This design comes from an exercise in tuning for small area, a short achievable clock period and few clock cycles per item on the open sky130 flow, not from production work. In this exercise RTL edits were held to simulation tests only and were not proved equivalent to the original.

==> flow/design.v <==
package mcal_pkg;
  localparam int RAW_W        = 16;
  localparam int CAL_W        = 20;
  localparam int HEADING_W    = 15;
  localparam int GAIN_W       = 16;
  localparam int CENTRE_W     = 17;
  localparam int ANGLE_FRAC   = 16;
  localparam int ANGLE_W      = 27;
  localparam int ROT_W        = 32;
  localparam int DEF_CORDIC_STEPS      = 16;
  localparam int DEF_HEADING_FRAC_BITS = 6;
  localparam int DEF_GAIN_FRAC_BITS    = 14;
  typedef enum logic [1:0] {
    REQ_MEASURE = 2'd0,
    REQ_SAMPLE  = 2'd1,
    REQ_FINISH  = 2'd2,
    REQ_SPARE   = 2'd3
  } req_t;
  typedef enum logic [1:0] {
    STAT_MEASURED = 2'd0,
    STAT_TRACKED  = 2'd1,
    STAT_CAL_DONE = 2'd2,
    STAT_CAL_FAIL = 2'd3
  } status_t;
  typedef enum logic [3:0] {
    ST_IDLE,
    ST_PREP,
    ST_DIV_START,
    ST_DIV_WAIT,
    ST_MUL_START,
    ST_MUL_RUN,
    ST_MUL_END,
    ST_ROT_START,
    ST_ROT_RUN,
    ST_ROT_END,
    ST_DONE
  } state_t;
  function automatic logic [21:0] atan_step(input logic [4:0] idx);
    logic [21:0] a;
    case (idx)
      5'd0:  a = 22'd2949120;
      5'd1:  a = 22'd1740967;
      5'd2:  a = 22'd919879;
      5'd3:  a = 22'd466945;
      5'd4:  a = 22'd234379;
      5'd5:  a = 22'd117304;
      5'd6:  a = 22'd58666;
      5'd7:  a = 22'd29335;
      5'd8:  a = 22'd14668;
      5'd9:  a = 22'd7334;
      5'd10: a = 22'd3667;
      5'd11: a = 22'd1833;
      5'd12: a = 22'd917;
      5'd13: a = 22'd458;
      5'd14: a = 22'd229;
      5'd15: a = 22'd115;
      5'd16: a = 22'd57;
      5'd17: a = 22'd29;
      5'd18: a = 22'd14;
      5'd19: a = 22'd7;
      5'd20: a = 22'd4;
      5'd21: a = 22'd2;
      5'd22: a = 22'd1;
      default: a = 22'd0;
    endcase
    atan_step = a;
  endfunction
endpackage
module mcal_div (
  input  logic        clk,
  input  logic        restart,   
  input  logic [15:0] lo_x,      
  input  logic [15:0] lo_y,
  input  logic [15:0] lo_z,
  input  logic [15:0] hi_x,
  input  logic [15:0] hi_y,
  input  logic [15:0] hi_z,
  output logic        done,
  output logic [15:0] g_x,       
  output logic [15:0] g_y,
  output logic [15:0] g_z
);
  logic [4:0]  cnt;
  logic [17:0] den_x, den_y, den_z;    
  logic [17:0] rem_x, rem_y, rem_z;
  logic [15:0] quo_x, quo_y, quo_z;
  logic        ovf_x, ovf_y, ovf_z;
  logic [17:0] sum;
  function automatic logic [33:0] n_init(input logic [17:0] s, input logic [17:0] den);
    logic [31:0] n;
    n = {s[17:0], 14'b0} + {15'b0, den[17:1]};
    n_init = {2'b00, n};
  endfunction
  function automatic logic [34:0] div_step(input logic [17:0] rem, input logic [15:0] quo,
                                           input logic [17:0] den);
    logic [18:0] trial, diff;
    logic        ge;
    trial = {rem, quo[15]};
    diff  = trial - {1'b0, den};
    ge    = !diff[18];
    div_step = {ge ? diff[17:0] : trial[17:0], quo[14:0], ge};
  endfunction
  assign done = cnt == 5'd19;
  always_ff @(posedge clk) begin
    if (restart) cnt <= '0;
    else if (!done) cnt <= cnt + 5'd1;
    if (cnt == 5'd0) begin
      den_x <= {{2{hi_x[15]}}, hi_x} - {{2{lo_x[15]}}, lo_x};
      den_y <= {{2{hi_y[15]}}, hi_y} - {{2{lo_y[15]}}, lo_y};
      den_z <= {{2{hi_z[15]}}, hi_z} - {{2{lo_z[15]}}, lo_z};
    end
    if (cnt == 5'd1) begin
      den_x <= den_x + {den_x[16:0], 1'b0};
      den_y <= den_y + {den_y[16:0], 1'b0};
      den_z <= den_z + {den_z[16:0], 1'b0};
      sum   <= den_x + den_y + den_z;
    end
    if (cnt == 5'd2) begin
      {rem_x, quo_x} <= n_init(sum, den_x);
      {rem_y, quo_y} <= n_init(sum, den_y);
      {rem_z, quo_z} <= n_init(sum, den_z);
    end
    if (cnt == 5'd3) begin
      ovf_x <= rem_x >= den_x;
      ovf_y <= rem_y >= den_y;
      ovf_z <= rem_z >= den_z;
    end
    if (cnt >= 5'd3 && cnt <= 5'd18) begin
      {rem_x, quo_x} <= div_step(rem_x, quo_x, den_x);
      {rem_y, quo_y} <= div_step(rem_y, quo_y, den_y);
      {rem_z, quo_z} <= div_step(rem_z, quo_z, den_z);
    end
  end
  assign g_x = ovf_x ? 16'hffff : quo_x;
  assign g_y = ovf_y ? 16'hffff : quo_y;
  assign g_z = ovf_z ? 16'hffff : quo_z;
endmodule
module mcal_add #(
  parameter int W = 16
) (
  input  logic [W-1:0] a,
  input  logic [W-1:0] b,
  input  logic         cin,
  output logic [W-1:0] s
);
  localparam int L = $clog2(W);       
  logic [W-1:0] g [0:L];
  logic [W-1:0] p [0:L];
  logic [W-1:0] gc;                   
  logic [W-1:0] hp;
  assign hp   = a ^ b;
  assign g[0] = (a & b) | {{(W-1){1'b0}}, hp[0] & cin};
  assign p[0] = hp;
  genvar l, j;
  generate
    for (l = 0; l < L; l++) begin : lv
      for (j = 0; j < W; j++) begin : bt
        if (j % 2 == 1 && j >= (1 << l)) begin : node
          if (j - (1 << l) < (1 << l)) begin : gonly
            mcal_g u_g (.g1(g[l][j]), .p1(p[l][j]), .g0(g[l][j - (1 << l)]), .g(g[l+1][j]));
            assign p[l+1][j] = 1'b0;
          end else begin : full
            mcal_pg u_pg (.g1(g[l][j]), .p1(p[l][j]), .g0(g[l][j - (1 << l)]),
                          .p0(p[l][j - (1 << l)]), .g(g[l+1][j]), .p(p[l+1][j]));
          end
        end else begin : pass
          assign g[l+1][j] = g[l][j];
          assign p[l+1][j] = p[l][j];
        end
      end
    end
    for (j = 0; j < W; j++) begin : ev
      if (j % 2 == 1 || j == 0) begin : done
        assign gc[j] = g[L][j];
      end else begin : last
        mcal_g u_g (.g1(g[0][j]), .p1(p[0][j]), .g0(g[L][j-1]), .g(gc[j]));
      end
    end
  endgenerate
  if (W > 1) begin : hi
    assign s = hp ^ {gc[W-2:0], cin};
  end else begin : one
    assign s = hp ^ cin;
  end
endmodule
module mcal_pg (
  input  logic g1,
  input  logic p1,
  input  logic g0,
  input  logic p0,
  output logic g,
  output logic p
);
  assign g = g1 | (p1 & g0);
  assign p = p1 & p0;
endmodule
module mcal_g (
  input  logic g1,
  input  logic p1,
  input  logic g0,
  output logic g
);
  assign g = g1 | (p1 & g0);
endmodule
import mcal_pkg::*;
module mag_calibrate_heading (
  input  logic               clk,
  input  logic               rst,
  input  logic               in_valid,
  output logic               in_stall,
  input  logic [1:0]         req_type,
  input  logic signed [15:0] raw_x,
  input  logic signed [15:0] raw_y,
  input  logic signed [15:0] raw_z,
  output logic               out_valid,
  input  logic               out_stall,
  output logic [14:0]        heading,
  output logic signed [19:0] cal_x,
  output logic signed [19:0] cal_y,
  output logic signed [19:0] cal_z,
  output logic [1:0]         status,
  output logic               calibrated
);
  localparam int XW = 29;               
  localparam int PW = 66;               
  logic adv;                  
  logic fin_busy;             
  logic        v0;
  logic [1:0]  q0;
  logic signed [15:0] r0x, r0y, r0z;
  logic        acc;
  assign acc = in_valid & ~in_stall;
  always_ff @(posedge clk) begin
    if (rst) v0 <= 1'b0;
    else if (!in_stall) v0 <= in_valid;
    if (!in_stall) begin
      q0 <= req_type; r0x <= raw_x; r0y <= raw_y; r0z <= raw_z;
    end
  end
  logic signed [15:0] lo_x, lo_y, lo_z, hi_x, hi_y, hi_z;
  logic               seen;
  logic signed [16:0] c_x, c_y, c_z;
  logic [15:0]        g_x, g_y, g_z;
  logic [17:0]        g3_x, g3_y, g3_z;    
  logic               cal_valid;
  logic               fin_fail;
  logic               fail;
  logic               fail_r;     
  logic               fin_old;    
  logic               trk_chg;    
  logic               ddone;
  logic [15:0]        gn_x, gn_y, gn_z;
  logic [17:0]        gn3_x, gn3_y, gn3_z;
  assign gn3_x = 18'(gn_x) + {1'b0, gn_x, 1'b0};
  assign gn3_y = 18'(gn_y) + {1'b0, gn_y, 1'b0};
  assign gn3_z = 18'(gn_z) + {1'b0, gn_z, 1'b0};
  logic               commit;
  assign fail = !seen || hi_x <= lo_x || hi_y <= lo_y || hi_z <= lo_z;
  assign commit = fin_busy && fin_old && !v1 && (fail_r || ddone);
  assign trk_chg = rst || commit ||
                   (v0 && q0 == 2'd1 && (r0x < lo_x || r0x > hi_x || r0y < lo_y ||
                                         r0y > hi_y || r0z < lo_z || r0z > hi_z));
  logic [16:0] cn_x, cn_y, cn_z;
  mcal_add #(17) u_cx (.a(17'(lo_x)), .b(17'(hi_x)), .cin(1'b0), .s(cn_x));
  mcal_add #(17) u_cy (.a(17'(lo_y)), .b(17'(hi_y)), .cin(1'b0), .s(cn_y));
  mcal_add #(17) u_cz (.a(17'(lo_z)), .b(17'(hi_z)), .cin(1'b0), .s(cn_z));
  always_ff @(posedge clk) fail_r <= fail;
  mcal_div u_div (
    .clk (clk), .restart(trk_chg),
    .lo_x(lo_x), .lo_y(lo_y), .lo_z(lo_z), .hi_x(hi_x), .hi_y(hi_y), .hi_z(hi_z),
    .done(ddone), .g_x(gn_x), .g_y(gn_y), .g_z(gn_z)
  );
  always_ff @(posedge clk) begin
    if (rst) begin
      lo_x <= 16'sd32767; lo_y <= 16'sd32767; lo_z <= 16'sd32767;
      hi_x <= -16'sd32768; hi_y <= -16'sd32768; hi_z <= -16'sd32768;
      seen <= 1'b0;
      c_x <= '0; c_y <= '0; c_z <= '0;
      g_x <= 16'd16384; g_y <= 16'd16384; g_z <= 16'd16384;
      g3_x <= 18'd49152; g3_y <= 18'd49152; g3_z <= 18'd49152;
      cal_valid <= 1'b0;
      fin_busy <= 1'b0;
      fin_old <= 1'b0;
    end else begin
      fin_old <= fin_busy & ~commit;
      if (v0 && q0 == 2'd1) begin
        if (r0x < lo_x) lo_x <= r0x;
        if (r0x > hi_x) hi_x <= r0x;
        if (r0y < lo_y) lo_y <= r0y;
        if (r0y > hi_y) hi_y <= r0y;
        if (r0z < lo_z) lo_z <= r0z;
        if (r0z > hi_z) hi_z <= r0z;
        seen <= 1'b1;
      end
      if (acc && req_type == 2'd2) fin_busy <= 1'b1;
      if (commit) begin
        fin_fail <= fail_r;
        if (!fail_r) begin
          c_x <= cn_x;
          c_y <= cn_y;
          c_z <= cn_z;
          g_x <= gn_x; g_y <= gn_y; g_z <= gn_z;
          g3_x <= gn3_x; g3_y <= gn3_y; g3_z <= gn3_z;
          cal_valid <= 1'b1;
        end
        lo_x <= 16'sd32767; lo_y <= 16'sd32767; lo_z <= 16'sd32767;
        hi_x <= -16'sd32768; hi_y <= -16'sd32768; hi_z <= -16'sd32768;
        seen <= 1'b0;
        fin_busy <= 1'b0;
      end
    end
  end
  function automatic logic [47:0] bsel(input logic [17:0] a);
    logic [18:0] ae;
    logic        b0, b1, b2, b3, t0, t1, t2;
    logic        one, two, three, four;
    ae = {a, 1'b0};
    bsel = '0;
    for (int j = 0; j < 6; j++) begin
      b0 = ae[3*j];
      b1 = ae[3*j+1];
      b2 = ae[3*j+2];
      b3 = ae[3*j+3];
      t0 = b0 ^ b3;
      t1 = b1 ^ b3;
      t2 = b2 ^ b3;
      one   = ~t2 & (t1 ^ t0);
      two   = (~t2 & t1 & t0) | (t2 & ~t1 & ~t0);
      three = t2 & (t1 ^ t0);
      four  = t2 & t1 & t0;
      bsel[8*j +: 8] = b3 ? {four, three, two, one, 4'b0000} : {4'b0000, four, three, two, one};
    end
  endfunction
  logic        v1;
  logic [17:0] a0x, a0y, a0z;
  logic [47:0] s1x, s1y, s1z;
  logic [1:0]  st1;
  logic        cv1;
  mcal_add #(18) u_ax (.a({r0x[15], r0x, 1'b0}), .b(~(18'(c_x))), .cin(1'b1), .s(a0x));
  mcal_add #(18) u_ay (.a({r0y[15], r0y, 1'b0}), .b(~(18'(c_y))), .cin(1'b1), .s(a0y));
  mcal_add #(18) u_az (.a({r0z[15], r0z, 1'b0}), .b(~(18'(c_z))), .cin(1'b1), .s(a0z));
  always_ff @(posedge clk) begin
    if (rst) v1 <= 1'b0;
    else if (adv) v1 <= v0 & ~fin_busy;
    if (adv) begin
      s1x <= bsel(a0x);
      s1y <= bsel(a0y);
      s1z <= bsel(a0z);
      st1 <= (q0 == 2'd1) ? 2'd1 : (q0 == 2'd2) ? (fin_fail ? 2'd3 : 2'd2) : 2'd0;
      cv1 <= cal_valid;
    end
  end
  function automatic logic [34:0] brow(input logic [7:0] sel, input logic [15:0] g,
                                       input logic [17:0] g3, input int j);
    logic [18:0] m1, m2, m3, m4, e;
    m1 = {3'b000, g};
    m2 = {2'b00, g, 1'b0};
    m3 = {1'b0, g3};
    m4 = {1'b0, g, 2'b00};
    e = ({19{sel[0]}} & m1) | ({19{sel[1]}} & m2) | ({19{sel[2]}} & m3) | ({19{sel[3]}} & m4) |
        ({19{sel[4]}} & ~m1) | ({19{sel[5]}} & ~m2) | ({19{sel[6]}} & ~m3) | ({19{sel[7]}} & ~m4);
    brow = 35'({~e[18], e[17:0]}) << (3 * j);
  endfunction
  function automatic logic [34:0] bneg(input logic [47:0] sel);
    bneg = '0;
    for (int j = 0; j < 6; j++) bneg[3*j] = |sel[8*j+4 +: 4];
  endfunction
  logic [34:0] bm_x [0:5], bm_y [0:5], bm_z [0:5];
  logic [34:0] bn_x, bn_y, bn_z;
  logic [34:0] mt_x_s0, mt_x_c0;
  logic [34:0] mt_x_s1, mt_x_c1;
  logic [34:0] mt_x_s2, mt_x_c2;
  logic [34:0] mt_x_s3, mt_x_c3;
  logic [34:0] mt_x_s4, mt_x_c4;
  logic [34:0] mt_x_s5, mt_x_c5;
  logic [34:0] mt_y_s0, mt_y_c0;
  logic [34:0] mt_y_s1, mt_y_c1;
  logic [34:0] mt_y_s2, mt_y_c2;
  logic [34:0] mt_y_s3, mt_y_c3;
  logic [34:0] mt_y_s4, mt_y_c4;
  logic [34:0] mt_y_s5, mt_y_c5;
  logic [34:0] mt_z_s0, mt_z_c0;
  logic [34:0] mt_z_s1, mt_z_c1;
  logic [34:0] mt_z_s2, mt_z_c2;
  logic [34:0] mt_z_s3, mt_z_c3;
  logic [34:0] mt_z_s4, mt_z_c4;
  logic [34:0] mt_z_s5, mt_z_c5;
  always_comb begin
    for (int j = 0; j < 6; j++) begin
      bm_x[j] = brow(s1x[8*j +: 8], g_x, g3_x, j);
      bm_y[j] = brow(s1y[8*j +: 8], g_y, g3_y, j);
      bm_z[j] = brow(s1z[8*j +: 8], g_z, g3_z, j);
    end
    bn_x = bneg(s1x);
    bn_y = bneg(s1y);
    bn_z = bneg(s1z);
    mt_x_s0 = bm_x[0] ^ bm_x[1] ^ bm_x[2];
    mt_x_c0 = {((bm_x[0]) & (bm_x[1]) | (bm_x[0]) & (bm_x[2]) | (bm_x[1]) & (bm_x[2])), 1'b0};
    mt_x_s1 = bm_x[3] ^ bm_x[4] ^ bm_x[5];
    mt_x_c1 = {((bm_x[3]) & (bm_x[4]) | (bm_x[3]) & (bm_x[5]) | (bm_x[4]) & (bm_x[5])), 1'b0};
    mt_x_s2 = mt_x_s0 ^ mt_x_c0 ^ mt_x_s1;
    mt_x_c2 = {((mt_x_s0) & (mt_x_c0) | (mt_x_s0) & (mt_x_s1) | (mt_x_c0) & (mt_x_s1)), 1'b0};
    mt_x_s3 = mt_x_c1 ^ bn_x ^ 35'h5b6dc1000;
    mt_x_c3 = {((mt_x_c1) & (bn_x) | (mt_x_c1) & (35'h5b6dc1000) | (bn_x) & (35'h5b6dc1000)), 1'b0};
    mt_x_s4 = mt_x_s2 ^ mt_x_c2 ^ mt_x_s3;
    mt_x_c4 = {((mt_x_s2) & (mt_x_c2) | (mt_x_s2) & (mt_x_s3) | (mt_x_c2) & (mt_x_s3)), 1'b0};
    mt_x_s5 = mt_x_s4 ^ mt_x_c4 ^ mt_x_c3;
    mt_x_c5 = {((mt_x_s4) & (mt_x_c4) | (mt_x_s4) & (mt_x_c3) | (mt_x_c4) & (mt_x_c3)), 1'b0};
    mt_y_s0 = bm_y[0] ^ bm_y[1] ^ bm_y[2];
    mt_y_c0 = {((bm_y[0]) & (bm_y[1]) | (bm_y[0]) & (bm_y[2]) | (bm_y[1]) & (bm_y[2])), 1'b0};
    mt_y_s1 = bm_y[3] ^ bm_y[4] ^ bm_y[5];
    mt_y_c1 = {((bm_y[3]) & (bm_y[4]) | (bm_y[3]) & (bm_y[5]) | (bm_y[4]) & (bm_y[5])), 1'b0};
    mt_y_s2 = mt_y_s0 ^ mt_y_c0 ^ mt_y_s1;
    mt_y_c2 = {((mt_y_s0) & (mt_y_c0) | (mt_y_s0) & (mt_y_s1) | (mt_y_c0) & (mt_y_s1)), 1'b0};
    mt_y_s3 = mt_y_c1 ^ bn_y ^ 35'h5b6dc1000;
    mt_y_c3 = {((mt_y_c1) & (bn_y) | (mt_y_c1) & (35'h5b6dc1000) | (bn_y) & (35'h5b6dc1000)), 1'b0};
    mt_y_s4 = mt_y_s2 ^ mt_y_c2 ^ mt_y_s3;
    mt_y_c4 = {((mt_y_s2) & (mt_y_c2) | (mt_y_s2) & (mt_y_s3) | (mt_y_c2) & (mt_y_s3)), 1'b0};
    mt_y_s5 = mt_y_s4 ^ mt_y_c4 ^ mt_y_c3;
    mt_y_c5 = {((mt_y_s4) & (mt_y_c4) | (mt_y_s4) & (mt_y_c3) | (mt_y_c4) & (mt_y_c3)), 1'b0};
    mt_z_s0 = bm_z[0] ^ bm_z[1] ^ bm_z[2];
    mt_z_c0 = {((bm_z[0]) & (bm_z[1]) | (bm_z[0]) & (bm_z[2]) | (bm_z[1]) & (bm_z[2])), 1'b0};
    mt_z_s1 = bm_z[3] ^ bm_z[4] ^ bm_z[5];
    mt_z_c1 = {((bm_z[3]) & (bm_z[4]) | (bm_z[3]) & (bm_z[5]) | (bm_z[4]) & (bm_z[5])), 1'b0};
    mt_z_s2 = mt_z_s0 ^ mt_z_c0 ^ mt_z_s1;
    mt_z_c2 = {((mt_z_s0) & (mt_z_c0) | (mt_z_s0) & (mt_z_s1) | (mt_z_c0) & (mt_z_s1)), 1'b0};
    mt_z_s3 = mt_z_c1 ^ bn_z ^ 35'h5b6dc1000;
    mt_z_c3 = {((mt_z_c1) & (bn_z) | (mt_z_c1) & (35'h5b6dc1000) | (bn_z) & (35'h5b6dc1000)), 1'b0};
    mt_z_s4 = mt_z_s2 ^ mt_z_c2 ^ mt_z_s3;
    mt_z_c4 = {((mt_z_s2) & (mt_z_c2) | (mt_z_s2) & (mt_z_s3) | (mt_z_c2) & (mt_z_s3)), 1'b0};
    mt_z_s5 = mt_z_s4 ^ mt_z_c4 ^ mt_z_c3;
    mt_z_c5 = {((mt_z_s4) & (mt_z_c4) | (mt_z_s4) & (mt_z_c3) | (mt_z_c4) & (mt_z_c3)), 1'b0};
  end
  logic        v2;
  logic [34:0] hs_x, hc_x, hs_y, hc_y, hs_z, hc_z;
  logic [1:0]  st2;
  logic        cv2;
  always_ff @(posedge clk) begin
    if (rst) v2 <= 1'b0;
    else if (adv) v2 <= v1;
    if (adv) begin
      hs_x <= mt_x_s5; hc_x <= mt_x_c5;
      hs_y <= mt_y_s5; hc_y <= mt_y_c5;
      hs_z <= mt_z_s5; hc_z <= mt_z_c5;
      st2 <= st1;
      cv2 <= cv1;
    end
  end
  function automatic logic signed [19:0] sat20(input logic [34:0] p);
    if (!p[34] && p[33:32] != 2'b00) sat20 = 20'sd524287;
    else if (p[34] && p[33:32] != 2'b11) sat20 = -20'sd524288;
    else sat20 = p[32:13];
  endfunction
  logic [34:0] p_x, p_y, p_z;
  mcal_add #(35) u_px (.a(hs_x), .b(hc_x), .cin(1'b0), .s(p_x));
  mcal_add #(35) u_py (.a(hs_y), .b(hc_y), .cin(1'b0), .s(p_y));
  mcal_add #(35) u_pz (.a(hs_z), .b(hc_z), .cin(1'b0), .s(p_z));
  logic        v3;
  logic signed [19:0] c3x, c3y, c3z;
  logic [1:0]  st3;
  logic        cv3;
  always_ff @(posedge clk) begin
    if (rst) v3 <= 1'b0;
    else if (adv) v3 <= v2;
    if (adv) begin
      c3x <= sat20(p_x);
      c3y <= sat20(p_y);
      c3z <= sat20(p_z);
      st3 <= st2;
      cv3 <= cv2;
    end
  end
  logic [PW-1:0] bun [0:15];
  logic [XW-1:0] xs  [0:15];
  logic signed [28:0] ys [0:15];    
  logic [15:0]   ds  [0:15];
  logic        sx, sy, neg0, zero0, yz, exc, d0;
  logic [20:0] xa, xb, xc, ya, yb, yc, x1s, x1c, y1s, y1c;    
  assign sx = c3x[19];
  assign sy = c3y[19];
  assign neg0  = sx;
  assign yz = c3y == 20'sd0;
  assign zero0 = yz && c3x == 20'sd0;
  assign exc = yz && sx;
  assign d0 = !(sx ^ sy) || yz;
  assign xa = {c3x[19], c3x} ^ {21{sx}};
  assign xb = {c3y[19], c3y} ^ {21{sy}};
  assign xc = 21'({(sx & sy), (sx ^ sy)});
  assign ya = {c3y[19], c3y} ^ {21{sx}};
  assign yb = {c3x[19], c3x} ^ {21{~sy}};
  assign yc = 21'({(sx & ~sy), (sx ^ ~sy)});
  assign x1s = xa ^ xb ^ xc;
  assign x1c = {(xa & xb | xa & xc | xb & xc), 1'b0} >> 0;
  assign y1s = ya ^ yb ^ yc;
  assign y1c = {(ya & yb | ya & yc | yb & yc), 1'b0} >> 0;
  logic [20:0] x1n, y1n;
  mcal_add #(21) u_x1 (.a(x1s), .b(x1c), .cin(1'b0), .s(x1n));
  mcal_add #(21) u_y1 (.a(y1s), .b(y1c), .cin(1'b0), .s(y1n));
  logic [20:0]   xr1;
  logic [20:0]   yr1;
  logic          dr1;
  logic [PW-1:0] br1;
  always_ff @(posedge clk) begin
    if (rst) br1[0] <= 1'b0;
    else if (adv) br1[0] <= v3;
    if (adv) begin
      xr1 <= x1n;
      yr1 <= exc ? {c3x[19], c3x} : y1n;
      dr1 <= d0;
      br1[PW-1:1] <= {c3x, c3y, c3z, st3, cv3, neg0, zero0};
    end
  end
  assign xs[1] = {xr1, 8'b0};
  assign ys[1] = {yr1, 8'b0};
  assign ds[1] = 16'(dr1);
  assign bun[1] = br1;
  function automatic int zb(input int k);
    zb = (k == 1) ? 8 : (k == 2) ? 7 : (k == 3) ? 5 : (k == 4) ? 2 : 0;
  endfunction
  genvar i;
  generate
    for (i = 1; i < 13; i++) begin : it
      localparam int WI = (i <= 2) ? 29 : 31 - i;           
      localparam int WO = (i + 1 <= 2) ? 29 : 31 - (i + 1);  
      localparam int ZO = zb(i + 1);                         
      logic signed [WI-1:0] yi;
      logic [XW-1:0]        xi;
      logic                 d;
      logic [XW-1:0]        ysh;
      logic [WO-1:0]        xsh, yiw;
      logic [XW-1:ZO]       xn;
      logic [WO-1:ZO]       yn;
      assign yi  = ys[i][WI-1:0];
      assign xi  = xs[i];
      assign d   = !yi[WI-1];
      assign ysh = XW'(yi >>> i);
      assign xsh = WO'(xi >> i);
      assign yiw = WO'(yi);
      mcal_add #(XW-ZO) u_xa (.a(xi[XW-1:ZO]), .b(ysh[XW-1:ZO] ^ {(XW-ZO){~d}}), .cin(~d), .s(xn));
      mcal_add #(WO-ZO) u_ya (.a(yiw[WO-1:ZO]), .b(xsh[WO-1:ZO] ^ {(WO-ZO){d}}), .cin(d), .s(yn));
      logic [XW-1:ZO] xr;
      logic [WO-1:ZO] yr;
      logic [i:0]    dr;
      logic [PW-1:0] br;
      always_ff @(posedge clk) begin
        if (rst) br[0] <= 1'b0;
        else if (adv) br[0] <= bun[i][0];
        if (adv) begin
          xr <= xn;
          yr <= yn;
          dr <= {d, ds[i][i-1:0]};
          br[PW-1:1] <= bun[i][PW-1:1];
        end
      end
      if (ZO > 0) begin : z
        assign xs[i+1] = {xr, {ZO{1'b0}}};
        assign ys[i+1] = {{(29-WO){yr[WO-1]}}, yr, {ZO{1'b0}}};
      end else begin : nz
        assign xs[i+1] = xr;
        assign ys[i+1] = {{(29-WO){yr[WO-1]}}, yr};
      end
      assign ds[i+1]  = 16'(dr);
      assign bun[i+1] = br;
    end
  endgenerate
  function automatic logic [25:0] zlut0(input logic [2:0] s);
    case (s)
      3'd0: zlut0 = 26'd0;
      3'd1: zlut0 = 26'd5898240;
      3'd2: zlut0 = 26'd3481934;
      3'd3: zlut0 = 26'd9380174;
      3'd4: zlut0 = 26'd1839758;
      3'd5: zlut0 = 26'd7737998;
      3'd6: zlut0 = 26'd5321692;
      3'd7: zlut0 = 26'd11219932;
      default: zlut0 = 26'd0;
    endcase
  endfunction
  function automatic logic [25:0] zlut1(input logic [2:0] s);
    case (s)
      3'd0: zlut1 = 26'd0;
      3'd1: zlut1 = 26'd933890;
      3'd2: zlut1 = 26'd468758;
      3'd3: zlut1 = 26'd1402648;
      3'd4: zlut1 = 26'd234608;
      3'd5: zlut1 = 26'd1168498;
      3'd6: zlut1 = 26'd703366;
      3'd7: zlut1 = 26'd1637256;
      default: zlut1 = 26'd0;
    endcase
  endfunction
  function automatic logic [25:0] zlut2(input logic [2:0] s);
    case (s)
      3'd0: zlut2 = 26'd0;
      3'd1: zlut2 = 26'd117332;
      3'd2: zlut2 = 26'd58670;
      3'd3: zlut2 = 26'd176002;
      3'd4: zlut2 = 26'd29336;
      3'd5: zlut2 = 26'd146668;
      3'd6: zlut2 = 26'd88006;
      3'd7: zlut2 = 26'd205338;
      default: zlut2 = 26'd0;
    endcase
  endfunction
  function automatic logic [25:0] zlut3(input logic [2:0] s);
    case (s)
      3'd0: zlut3 = 26'd0;
      3'd1: zlut3 = 26'd14668;
      3'd2: zlut3 = 26'd7334;
      3'd3: zlut3 = 26'd22002;
      3'd4: zlut3 = 26'd3666;
      3'd5: zlut3 = 26'd18334;
      3'd6: zlut3 = 26'd11000;
      3'd7: zlut3 = 26'd25668;
      default: zlut3 = 26'd0;
    endcase
  endfunction
  function automatic logic [25:0] zlut4(input logic [2:0] s);
    case (s)
      3'd0: zlut4 = 26'd60563560;
      3'd1: zlut4 = 26'd60565394;
      3'd2: zlut4 = 26'd60564476;
      3'd3: zlut4 = 26'd60566310;
      3'd4: zlut4 = 26'd5251176;
      3'd5: zlut4 = 26'd5253010;
      3'd6: zlut4 = 26'd5252092;
      3'd7: zlut4 = 26'd5253926;
      default: zlut4 = 26'd0;
    endcase
  endfunction
  function automatic logic [25:0] zlut5(input logic [1:0] s);
    case (s)
      2'd0: zlut5 = 26'd0;
      2'd1: zlut5 = 26'd458;
      2'd2: zlut5 = 26'd230;
      2'd3: zlut5 = 26'd688;
      default: zlut5 = 26'd0;
    endcase
  endfunction
  logic [26:0] y13;
  logic [28:0] x13;
  logic        d13;
  logic [13:0] d0_13;
  logic [25:0] zr [0:4];
  logic [28:0] x14n;
  logic [16:0] y14n;
  logic [25:0] zt_s0, zt_c0;
  logic [25:0] zt_s1, zt_c1;
  logic [25:0] zt_s2, zt_c2;
  assign y13 = ys[13][17:0];
  assign x13 = xs[13];
  assign d13 = !ys[13][17];
  assign d0_13 = {d13, ds[13][12:0]};
  mcal_add #(XW) u_x14 (.a(x13), .b(XW'(ys[13] >>> 13) ^ {XW{~d13}}), .cin(~d13), .s(x14n));
  mcal_add #(17) u_y14 (.a(ys[13][16:0]), .b(17'(x13 >> 13) ^ {17{d13}}), .cin(d13), .s(y14n));
  always_comb begin
    zr[0] = zlut0(d0_13[2:0]);
    zr[1] = zlut1(d0_13[5:3]);
    zr[2] = zlut2(d0_13[8:6]);
    zr[3] = zlut3(d0_13[11:9]);
    zr[4] = zlut4({bun[13][2], d0_13[13:12]});
    zt_s0 = zr[0] ^ zr[1] ^ zr[2];
    zt_c0 = {((zr[0]) & (zr[1]) | (zr[0]) & (zr[2]) | (zr[1]) & (zr[2])), 1'b0};
    zt_s1 = zt_s0 ^ zt_c0 ^ zr[3];
    zt_c1 = {((zt_s0) & (zt_c0) | (zt_s0) & (zr[3]) | (zt_c0) & (zr[3])), 1'b0};
    zt_s2 = zt_s1 ^ zt_c1 ^ zr[4];
    zt_c2 = {((zt_s1) & (zt_c1) | (zt_s1) & (zr[4]) | (zt_c1) & (zr[4])), 1'b0};
  end
  logic [28:0] x14;
  logic [16:0] y14r;
  logic [25:0] zs13, zc13;
  logic [PW-1:0] b14;
  always_ff @(posedge clk) begin
    if (rst) b14[0] <= 1'b0;
    else if (adv) b14[0] <= bun[13][0];
    if (adv) begin
      x14 <= x14n;
      y14r <= y14n;
      zs13 <= zt_s2;
      zc13 <= zt_c2;
      b14[PW-1:1] <= bun[13][PW-1:1];
    end
  end
  logic        d14, d15;
  logic [16:0] y15;
  logic [25:0] zr5;
  logic [25:0] zu_s0, zu_c0;
  assign d14 = !y14r[16];
  mcal_add #(17) u_y15 (.a(y14r), .b(17'(x14 >> 14) ^ {17{d14}}), .cin(d14), .s(y15));
  assign d15 = !y15[16];
  assign zr5 = zlut5({d15, d14});
  always_comb begin
    zu_s0 = zs13 ^ zc13 ^ zr5;
    zu_c0 = {((zs13) & (zc13) | (zs13) & (zr5) | (zc13) & (zr5)), 1'b0};
  end
  logic [25:0] zsr, zcr;
  logic [PW-1:0] bz;
  always_ff @(posedge clk) begin
    if (rst) bz[0] <= 1'b0;
    else if (adv) bz[0] <= b14[0];
    if (adv) begin
      zsr <= b14[1] ? 26'd0 : zu_s0;
      zcr <= b14[1] ? 26'd0 : zu_c0;
      bz[PW-1:1] <= b14[PW-1:1];
    end
  end
  logic [25:0] zf, zw, zws, zwc;
  logic [14:0] he;
  logic        ev;
  assign zws = zsr ^ zcr ^ 26'(23040 << 10);
  assign zwc = {(zsr & zcr | zsr & 26'(23040 << 10) | zcr & 26'(23040 << 10)), 1'b0} >> 0;
  mcal_add #(26) u_zf (.a(zsr), .b(zcr), .cin(1'b0), .s(zf));
  mcal_add #(26) u_zw (.a(zws), .b(zwc), .cin(1'b0), .s(zw));
  assign he = zf[25] ? zw[24:10] : zf[24:10];
  assign ev = bz[0];
  logic [77:0] sk;           
  logic        sv;
  logic [77:0] ein;
  logic        take, arrive;
  logic        ov_n, sv_n;
  assign ein    = {he, bz[65:3]};
  assign take   = out_valid & ~out_stall;
  assign arrive = adv & ev;
  always_comb begin
    ov_n = out_valid;
    sv_n = sv;
    if (take) begin
      if (sv) begin ov_n = 1'b1; sv_n = arrive; end
      else begin ov_n = arrive; sv_n = 1'b0; end
    end else begin
      if (!out_valid) ov_n = arrive;
      else if (arrive) sv_n = 1'b1;
    end
  end
  always_ff @(posedge clk) begin
    if (rst) begin
      out_valid <= 1'b0;
      sv <= 1'b0;
      adv <= 1'b1;
      in_stall <= 1'b0;
    end else begin
      out_valid <= ov_n;
      sv <= sv_n;
      adv <= ~sv_n;
      in_stall <= sv_n | (fin_busy & ~commit) | (acc & req_type == 2'd2);
    end
    if ((take && sv) ? 1'b1 : (!out_valid || take) ? arrive : 1'b0) begin
      {heading, cal_x, cal_y, cal_z, status, calibrated} <= (take && sv) ? sk : ein;
    end
    if ((take && sv) ? arrive : (out_valid && !take && arrive)) sk <= ein;
  end
endmodule
==> flow/run.sh <==
#!/bin/bash
# synth_recipe.tcl (not shown) runs the flow's synth.tcl, then flattens the netlist and writes it again
# the make line also repeats each setting of config.mk as NAME=value (left out here)
make -C /OpenROAD-flow-scripts/flow DESIGN_CONFIG=/design/flow/config.mk WORK_HOME=/design/flow/orfs CLKGATE_MAP_FILE= SYNTH_SCRIPT=/design/flow/synth_recipe.tcl finish
==> flow/config.mk <==
export PLATFORM = sky130hd
export DESIGN_NAME = mag_calibrate_heading
export DESIGN_NICKNAME = mag_calibrate_heading
export VERILOG_FILES = /design/flow/design.v
export SDC_FILE = /design/flow/constraint.sdc
export NUM_CORES = 4
export LEC_CHECK = 0
export CAP_MARGIN = 20
export CORE_MARGIN = 2
export CORE_UTILIZATION = 60
export SETUP_SLACK_MARGIN = 3.6
export SLEW_MARGIN = 20
export SYNTH_HIERARCHICAL = 1
export SYNTH_MINIMUM_KEEP_SIZE = 0
==> flow/constraint.sdc <==
create_clock -name core_clock -period 7.0 [get_ports {clk}]
set_input_delay 1.4000 -clock core_clock [delete_from_list [all_inputs] [get_ports {clk}]]
set_output_delay 1.4000 -clock core_clock [all_outputs]
set_load 0.01 [all_outputs]
==> out/qor.txt, run 1 <==
status: timing/DRC/antenna clean
cts bufs inserted: 315
final slew viol count: 0
Final period util: 0.501
detailed-placement wirelength estimate: 354,000 um
clk sinks: 2,945
fmax: 285 MHz
TritonCTS clock tree: built
Layout Cells excl Fill: 21,027
wire per inst: 23.7 um
metal3 WL: 30,700 um
Clock Root Buffer: clkbuf_16
setup TNS: 0 ps
first-pass GRT wire length: 753,000 um
clk slew on worst S/H paths: 70 ps
synthesized area: 0.186 mm^2
storage element area: 0.0853 mm^2
hold-critical path depth: 0
met2 WL: 234,000 um
Die H: 561 um
initial drt markers: 10,386
FP Rows: 204
Multi-input gate area: 0.0986 mm^2
DR vias: 125,493
arrival time worst endpoint: 4160 ps
skew final: 104 ps
largest net degree at the start of global routing: 191
CTS max path bufs: 4
DR top layer: met5
global route overflow: 0
yosys synthesis warning count: 90
R2R cell count: 8
Rel. slew slack: 0.232
Critical Path RT: 7650 ps
clk latency of the worst-skew pair: 960 ps
DRC Markers: 0
Hold Vio Cnt, Final: 0
H-tree depth: 5
crit path max fanout: 6
I/O pin count: 134
Area Growth Syn to Fin: 13.1%
fillers: 22,360
Cells after Synth: 15,871
aggregate global-route resource usage: 0.310
CP Launch Type: register
Tightest Pin Transition: 1150 ps
kind of end point of the critical path: register
First-pass DRT Iterations: 9
count of final setup violators: 0
post-synthesis average cell area: 11.7 um^2
max cap viols: 0
ANT nets after route: 0
Placed Cells: 19,846
Die Wd: 561 um
CP Class: reg2reg
GPL Wtd Cong: 0.964
vias in the first global route: 126,542
die area: 0.315 mm^2
RSZ-0062 raised after global routing: yes
nets: 18,623
Min-Delay Path Class: reg2reg
final WL: 498,000 um
Initial Utilization: 0.603
initial antenna violation count: 18
number of port buffers: 133
core box area: 0.309 mm^2
proportion of layout cells with a drive suffix above 1: 0.111
routed vias/inst: 5.97
met1 WL: 209,000 um
fin crit period: 3510 ps
==> flip-flops by register name, indices dropped and copies added (netlist names), 25 cells and up <==
register	flops
it.xr	334
hs_y	34
b14	65
it.yr	268
it.br	780
zr	55
hs_x	34
s1z	48
hc_z	30
s1x	48
it.dr	90
hs_z	34
hc_x	30
hc_y	30
sk	78
zsr	25
s1y	48
br1	65
bz	64
==> worst paths after layout <==
kind | start | to | slack, ps
min | it[10].br[4] | it[11].br[4] | 370
min reg2reg | it[10].br[4] | it[11].br[4] | 370
max reg2reg | s1y[30] | hs_y[23] | 3490
max | s1y[30] | hs_y[23] | 3490
==> layout make-up <==
cell class,count,area share
antenna,7,0.0000832
clock buffer,400,0.0401
clock inverter,175,0.00914
inverter,627,0.0112
multi-input combinational,11887,0.468
sequential,2945,0.405
tap,4120,0.0245
timing repair buffer,866,0.0422
==> cells in the final DEF, fill, tap and decap left out, drive strengths merged, types with 235 or more instances in the layout <==
| cell | n |
|---|---|
| nand2 | 777 |
| dfxtp | 334 |
| fa | 327 |
| buf | 708 |
| mux2 | 258 |
| inv | 644 |
| a21o | 2179 |
| and2 | 1244 |
| nor2 | 622 |
| a21oi | 385 |
| ha | 1600 |
| xnor2 | 440 |
| edfxtp | 2611 |
| nor2b | 235 |
| clkbuf | 411 |
| xor2 | 1135 |
| conb | 235 |
| mux2i | 983 |
==> through the flow <==
step | utilization | setup slack [ps] | hold WS (ps) | instance area [um^2]
after floorplan | - | -11380 | 400 | 187000
after global placement | 0.623 | 2860 | 401 | 192000
after detailed placement | 0.623 | 2840 | 405 | 192000
after CTS | 0.674 | 3470 | 368 | 208000
after global routing | 0.682 | 3390 | 388 | 211000
final | 0.682 | 3490 | 370 | 211000
==> per-layer routing <==
layer  vias to the layer above  GRT usage
met1                     61166      0.410
met2                      4513      0.511
met5                         -          0
met3                      1343     0.0444
li1                      58463          -
met4                         8      0.131
==> worst max-delay path: stages (launching register included) <==
cell	delay, ps
edfxtp_1	510
buf_4	200
mux2_2	270
a211oi_2	210
nand3_1	160
fa_2	620
fa_2	450
fa_2	370
fa_1	490
==> what timing repair did <==
action | CTS | global route
setup endpoints to repair | 336 | 291
gates resized for setup | 337 | 277
hold buffers | 0 | 0
pin swaps | 83 | 150
endpoints found under the hold margin | 0 | 0
gates cloned | 17 | 11
buffers inserted | 425 | 146
Testbench counts, summed over its fixed seeds: cycles 3,626, items 3,200.
==> inputs of run 2 (changes only) <==
--- a/flow/config.mk
+++ b/flow/config.mk
@@ -8,5 +8,5 @@
 export CAP_MARGIN = 20
 export CORE_MARGIN = 2
-export CORE_UTILIZATION = 60
+export CORE_UTILIZATION = 65
 export SETUP_SLACK_MARGIN = 3.6
 export SLEW_MARGIN = 20
==> out/qor.txt, run 2 <==
core box area: 0.285 mm^2
top flop regs: it.br x780, it.xr x334, it.yr x268
clk slew on worst S/H paths: 70 ps
vias in the first global route: 129,835
Cells after Synth: 15,871
setup TNS: 0 ps
final WL: 529,000 um
cts bufs inserted: 311
slowest CP cell: nor4_1
Critical Path Max Stage Delay: 1380 ps
skew final: 67.5 ps
synthesized area: 0.186 mm^2
RSZ-0062 raised after global routing: yes
Layout Cells excl Fill: 20,804
post-synthesis average cell area: 11.7 um^2
Setup crit start: s1x[29]
storage element area: 0.0853 mm^2
clk sinks: 2,945
clk latency of the worst-skew pair: 960 ps
initial drt markers: 12,713
CP Class: reg2reg
CTS max path bufs: 4
status: failed layout checks
GPL Wtd Cong: 1.01
routed vias/inst: 6.24
arrival time worst endpoint: 4830 ps
Die Wd: 539 um
count of final setup violators: 0
kind of end point of the critical path: register
Hold Vio Cnt, Final: 0
Worst Hold Launch: it[9].br[7]
H-tree depth: 5
commonest non-fill, non-tap cells in the layout: 2,611 x edfxtp_1, 2,176 x a21o_1, 1,568 x ha_1
Layout Check Fails: max-capacitance violations, max-slew violations
Reg with most FFs: it.br
nets: 18,745
first-pass GRT wire length: 781,000 um
Initial Utilization: 0.653
fin crit period: 4170 ps
Area Growth Syn to Fin: 14.1%
TritonCTS clock tree: built
FP Rows: 196
I/O pin count: 134
final slew viol count: 2
Final period util: 0.596
fmax: 240 MHz
worst setup margin: 2830 ps
initial antenna violation count: 29
pre-CTS setup slack: 2820 ps
DR vias: 129,732
number of port buffers: 133
cells along the critical path: buf_4, buf_4, nor4_1, a21oi_1, fa_1, fa_1, ha_1
ANT nets after route: 0
yosys synthesis warning count: 90
proportion of layout cells with a drive suffix above 1: 0.125
Tightest Pin Transition: 1740 ps
hold buffers post-CTS: 0
CP top delay family: simple AND/OR/NAND/NOR gates
First-pass DRT Iterations: 8
largest net degree at the start of global routing: 195
Placed Cells: 19,496
Largest register FFs: 780
Min-Delay Path Class: reg2reg
detailed-placement wirelength estimate: 364,000 um
fillers: 18,499
CP Launch Type: register
Critical Path RT: 7660 ps
Die H: 539 um
Clock Root Buffer: clkbuf_16
worst path buffer plus inverter count: 2
Multi-input gate area: 0.0994 mm^2
crit path max fanout: 5
commonest non-fill, non-tap cell in the layout: edfxtp_1
die area: 0.291 mm^2
wire per inst: 25.4 um
worst r2r src: s1x[29]
max cap viols: 1
global route overflow: 0
Rel. slew slack: -0.169
aggregate global-route resource usage: 0.351
Hold WS: 380 ps
DRC Markers: 0
[run 2: cell count changes in the layout (fill, tap and decap cells not counted), sizes merged, moves of 2 or more]
cell,before,now
diode,7,19
buf,708,827
inv,644,654
bufinv,24,31
clkinv,112,102
dlygate4sd2,2,0
clkbuf,411,401
clkinvlp,22,29
bufbuf,15,12
clkdlybuf4s50,130,132
[run 2: path summary, 6_finish.rpt]
check                 end  slack (ps)  depth (start not counted)
max reg2reg       hs_x[9]        2830                          7
min reg2reg  it[10].br[7]         380                          0
min          it[10].br[7]         380                          0
max               hs_x[9]        2830                          7
[run 2: cell type report]
| cell class | instances | share of cell area |
|---|---|---|
| repair buffers | 989 | 0.0475 |
| clock buffers | 383 | 0.0394 |
| inverters | 627 | 0.0111 |
| clock inverters | 189 | 0.0105 |
| multi-input cells | 11890 | 0.468 |
| well taps | 3762 | 0.0222 |
| diodes | 19 | 0.000224 |
| flip-flops and latches | 2945 | 0.401 |
[run 2: what timing repair did]
item,in CTS,in global routing
setup endpoints to repair,383,366
setup buffers,483,198
pin swaps,123,174
cloned,17,18
resized for setup,411,376
[run 2: worst reg2reg max path: stages (launching register included)]
cell,delay (ps)
edfxtp_1,430
buf_4,180
buf_4,150
nor4_1,1380
a21oi_1,430
fa_1,650
fa_1,410
ha_1,290
[run 2: per-layer routing]
layer / up-vias / track usage / routed length, um
met4: 10 / 0.198 / 35300
met3: 1741 / 0.0600 / 43100
met1: 63259 / 0.448 / 206000
li1: 58741 / - / -
met2: 5981 / 0.568 / 244000
met5: - / 0 / 92
[run 2: per-stage QoR]
step	area [um^2]	utilization
global placement	192000	0.674
floorplan	187000	-
detailed placement	192000	0.674
CTS	209000	0.733
finish	213000	0.746
global route	212000	0.746
==> inputs of run 3 (changes only) <==
--- a/flow/config.mk
+++ b/flow/config.mk
@@ -8,6 +8,6 @@
 export CAP_MARGIN = 20
 export CORE_MARGIN = 2
-export CORE_UTILIZATION = 65
-export SETUP_SLACK_MARGIN = 3.6
+export CORE_UTILIZATION = 60
+export SETUP_SLACK_MARGIN = 3.8
 export SLEW_MARGIN = 20
 export SYNTH_HIERARCHICAL = 1
==> out/qor.txt, run 3 <==
clk slew on worst S/H paths: 70 ps
Layout Check Fails: antenna violations
initial drt markers: 11,111
die area: 0.315 mm^2
H-tree depth: 5
arrival time worst endpoint: 4240 ps
Reg with most FFs: it.br
Critical R2R Capture: hs_x[19]
hold buffers post-CTS: 0
global route overflow: 0
number of port buffers: 133
Initial Utilization: 0.603
Die Wd: 561 um
R2R cell count: 10
I/O pin count: 134
Die H: 561 um
ANT nets after route: 1
slowest CP cell: fa_2
fin crit period: 3570 ps
yosys synthesis warning count: 90
max cap viols: 0
Min-Delay Path Class: reg2reg
worst r2r src: s1x[45]
commonest non-fill, non-tap cell in the layout: edfxtp_1
clk sinks: 2,945
DRC Markers: 0
GPL Wtd Cong: 0.964
CP Launch Type: register
CP Class: reg2reg
setup TNS: 0 ps
count of final setup violators: 0
Layout Cells excl Fill: 21,291
final WL: 511,000 um
FP Rows: 204
largest net degree at the start of global routing: 191
worst setup margin: 3430 ps
post-synthesis average cell area: 11.7 um^2
First-pass DRT Iterations: 6
Largest register FFs: 780
pre-CTS setup slack: 2840 ps
most used cell, CP: fa_2
fmax: 280 MHz
synthesized area: 0.186 mm^2
Placed Cells: 19,846
skew final: 107 ps
worst path buffer plus inverter count: 3
core box area: 0.309 mm^2
DR vias: 127,327
detailed-placement wirelength estimate: 354,000 um
hold-critical path depth: 0
kind of end point of the critical path: register
Clock Root Buffer: clkbuf_16
first-pass GRT wire length: 768,000 um
Critical Path RT: 7660 ps
crit path max fanout: 2
routed vias/inst: 5.98
CP top delay family: adder cells
Rel. slew slack: 0.226
TritonCTS clock tree: built
Cells after Synth: 15,871
proportion of layout cells with a drive suffix above 1: 0.149
aggregate global-route resource usage: 0.316
top flop regs: it.br x780, it.xr x334, it.yr x268
cts bufs inserted: 315
Critical Path Max Stage Delay: 570 ps
clk latency of the worst-skew pair: 970 ps
Area Growth Syn to Fin: 16.2%
final slew viol count: 0
Hold Vio Cnt, Final: 0
wire per inst: 24.0 um
Worst Hold Launch: it[10].br[4]
vias in the first global route: 128,597
cells along the critical path: buf_6, mux2_2, a211oi_2, nand3_1, fa_1, fa_2, inv_2, fa_2, inv_2, fa_2
RSZ-0062 raised after global routing: yes
Final period util: 0.511
Hold EP: it[11].br[4]
CTS max path bufs: 4
reg-to-reg slack, setup: 3430 ps
nets: 18,879
Tightest Pin Transition: 1160 ps
initial antenna violation count: 21
status: failed layout checks
commonest non-fill, non-tap cells in the layout: 2,611 x edfxtp_1, 2,173 x a21o_1, 1,501 x ha_1
-- run 3: cell count changes in the layout (fill, tap and decap cells not counted), moves of 32 or more --
cell / delta
clkdlybuf4s50_1: -80
dlygate4sd2_1: +80
buf_6: +77
ha_1: -67
ha_4: +56
fa_1: -37
fa_2: +37
inv_1: -34
a211oi_2: +33
a211oi_1: -32
inv_2: +32
-- run 3: per-stage QoR --
stage / utilization / cell area [um^2] / hold slack (ps)
finish: 0.701 / 216000 / 370
detailed placement: 0.623 / 192000 / 405
global placement: 0.623 / 192000 / 401
CTS: 0.687 / 212000 / 368
global route: 0.701 / 216000 / 388
floorplan: - / 187000 / 400
-- run 3: timing repair --
item                       CTS  global route
buffers inserted           631           180
gates cloned                31            13
setup endpoints to repair  578           523
pin swaps                  271           318
resized for setup          862           571
-- run 3: worst max path at each step --
stage | from | cells past startpoint | slack (ps) | endpoint
floorplan | adv | 3 | -11380 | cal_x[0]
global placement | g_z[10] | 10 | 2860 | hs_z[19]
detailed placement | g_z[10] | 10 | 2840 | hs_z[19]
CTS | s1x[45] | 10 | 3480 | hs_x[19]
global route | s1x[45] | 10 | 3380 | hs_x[19]
finish | s1x[45] | 10 | 3430 | hs_x[19]
-- run 3: area by class of cell --
cell class | count | area (um^2)
flip-flops and latches | 2945 | 85300
multi-input cells | 11888 | 101000
fillers | 21590 | 92400
inverters | 627 | 2370
diodes | 15 | 37.5
repair buffers | 1121 | 11800
clock buffers | 400 | 8440
well taps | 4120 | 5150
clock inverters | 175 | 1920
-- run 3: layer usage --
metal	GRT usage	vias up	wire length [um]
met5	0	-	39
met4	0.139	6	26000
met3	0.0468	1400	33300
met2	0.521	4745	240000
met1	0.416	62192	211000
li1	-	58984	-
==> inputs of run 4 (changes only) <==
--- a/flow/config.mk
+++ b/flow/config.mk
@@ -9,5 +9,5 @@
 export CORE_MARGIN = 2
 export CORE_UTILIZATION = 60
-export SETUP_SLACK_MARGIN = 3.8
+export SETUP_SLACK_MARGIN = 3.7
 export SLEW_MARGIN = 20
 export SYNTH_HIERARCHICAL = 1
==> out/qor.txt, run 4 <==
cts bufs inserted: 315
CTS max path bufs: 4
commonest non-fill, non-tap cell in the layout: edfxtp_1
worst r2r src: s1x[34]
routed vias/inst: 5.98
fin crit period: 3580 ps
wire per inst: 23.9 um
Reg with most FFs: it.br
Rel. slew slack: 0.221
GPL Wtd Cong: 0.964
count of final setup violators: 0
hold-critical path depth: 0
Hold Vio Cnt, Final: 0
hold buffers post-CTS: 0
DR top layer: met5
vias in the first global route: 127,946
core box area: 0.309 mm^2
Critical R2R Capture: hs_x[19]
final WL: 506,000 um
synthesized area: 0.186 mm^2
status: timing/DRC/antenna clean
Clock Root Buffer: clkbuf_16
largest net degree at the start of global routing: 191
Min-Delay Path Class: reg2reg
Initial Utilization: 0.603
Tightest Pin Transition: 1170 ps
Largest register FFs: 780
nets: 18,784
initial drt markers: 10,968
Critical Path RT: 7670 ps
CP Launch Type: register
worst path buffer plus inverter count: 3
final slew viol count: 0
Critical Path Max Stage Delay: 560 ps
max cap viols: 0
Die H: 561 um
die area: 0.315 mm^2
commonest non-fill, non-tap cells in the layout: 2,611 x edfxtp_1, 2,175 x a21o_1, 1,551 x ha_1
Cells after Synth: 15,871
fmax: 280 MHz
arrival time worst endpoint: 4240 ps
crit path max fanout: 3
Die Wd: 561 um
Layout Cells excl Fill: 21,187
R2R cell count: 10
I/O pin count: 134
most used cell, CP: fa_2
DRC Markers: 0
top flop regs: it.br x780, it.xr x334, it.yr x268
clk slew on worst S/H paths: 70 ps
proportion of layout cells with a drive suffix above 1: 0.132
Final period util: 0.511
clk latency of the worst-skew pair: 960 ps
Hold EP: it[11].br[4]
initial antenna violation count: 21
kind of end point of the critical path: register
setup TNS: 0 ps
Area Growth Syn to Fin: 14.9%
CP Class: reg2reg
Placed Cells: 19,846
RSZ-0062 raised after global routing: yes
cells along the critical path: buf_4, mux2_4, a211oi_2, nand3_1, fa_1, fa_2, inv_1, fa_2, inv_2, fa_2
Worst Hold Launch: it[10].br[4]
slowest CP cell: fa_2
critical path depth: 10
TritonCTS clock tree: built
CP top delay family: adder cells
yosys synthesis warning count: 90
met1 WL: 210,000 um
DR vias: 126,766
post-synthesis average cell area: 11.7 um^2
detailed-placement wirelength estimate: 354,000 um
number of port buffers: 133
met2 WL: 237,000 um
aggregate global-route resource usage: 0.314
reg-to-reg slack, setup: 3420 ps
FP Rows: 204
H-tree depth: 5
global route overflow: 0
metal3 WL: 32,700 um
First-pass DRT Iterations: 8
first-pass GRT wire length: 762,000 um
skew final: 105 ps
clk sinks: 2,945
ANT nets after route: 0
run 4: worst register-to-register path, cell delays in order, from the launching register on:
cell,delay [ps]
edfxtp_1,440
buf_4,180
mux2_4,260
a211oi_2,140
nand3_1,150
fa_1,530
fa_2,560
inv_1,60
fa_2,540
inv_2,40
fa_2,420
run 4: how the worst max path moves through the flow:
stage / to / slack, ps / startpoint
after global placement: hs_z[19] / 2860 / g_z[10]
after detailed placement: hs_z[19] / 2840 / g_z[10]
after floorplan: cal_x[0] / -11380 / adv
final: hs_x[19] / 3420 / s1x[34]
after CTS: hs_x[19] / 3480 / s1x[45]
after global routing: hs_x[19] / 3360 / s1x[34]
run 4: layout make-up:
class | instances | area [um^2]
Sequential cell | 2945 | 85300
Clock buffer | 400 | 8440
Inverter | 627 | 2360
Fill cell | 21970 | 95000
Antenna cell | 6 | 15.0
Clock inverter | 175 | 1920
Tap cell | 4120 | 5150
Multi-Input combinational cell | 11888 | 99900
Timing Repair Buffer | 1026 | 10800
run 4: routing by layer:
layer	vias to the layer above	GRT usage
met2	4664	0.516
li1	58781	-
met5	-	0
met4	10	0.139
met1	61870	0.412
met3	1441	0.0474
run 4: what timing repair did:
item / in CTS / in global routing
pin swaps: 186 / 226
setup buffers: 573 / 149
resized for setup: 595 / 444
endpoints found under the setup margin: 474 / 367
gates cloned: 28 / 10
hold endpoints to repair: 0 / 0
run 4: metrics by stage:
stage	util	instance area [um^2]	hold slack [ps]	setup WS [ps]
floorplan	-	187000	400	-11380
global placement	0.623	192000	401	2860
detailed placement	0.623	192000	405	2840
CTS	0.681	210000	368	3480
global route	0.692	214000	388	3360
finish	0.692	214000	369	3420

-- static timing again, ports no longer ideal --
In the flow no input, the clock included, has a driving cell. The finished layouts below were timed again as built, in two steps.
Step 1 (the two cells are an assumption about what drives the block):
set clk [get_ports {clk}]
set_driving_cell -lib_cell sky130_fd_sc_hd__clkbuf_16 $clk
set_driving_cell -lib_cell sky130_fd_sc_hd__buf_2 [delete_from_list [all_inputs] $clk]
Step 2 also shifts input and output timing later by t, the mid clock arrival at the registers, as if the neighbouring blocks saw the same clock.
a / b / c = ideal ports / drivers / drivers and shift; a / b = the first two.
run	t, ns	setup slack, ns	worst register clock-pin slew, ns
run 1	1.023	3.494 / 3.494 / 3.043	0.07 / 0.07
run 2	1.031	2.827 / 2.827 / 2.794	0.09 / 0.09
run 3	1.023	3.425 / 3.425 / 3.004	0.07 / 0.07
run 4	1.023	3.424 / 3.424 / 3.016	0.07 / 0.07
For run 1, which loses most, drivers alone change the setup slack by 0.000 ns; drivers and shift together by -0.451 ns.
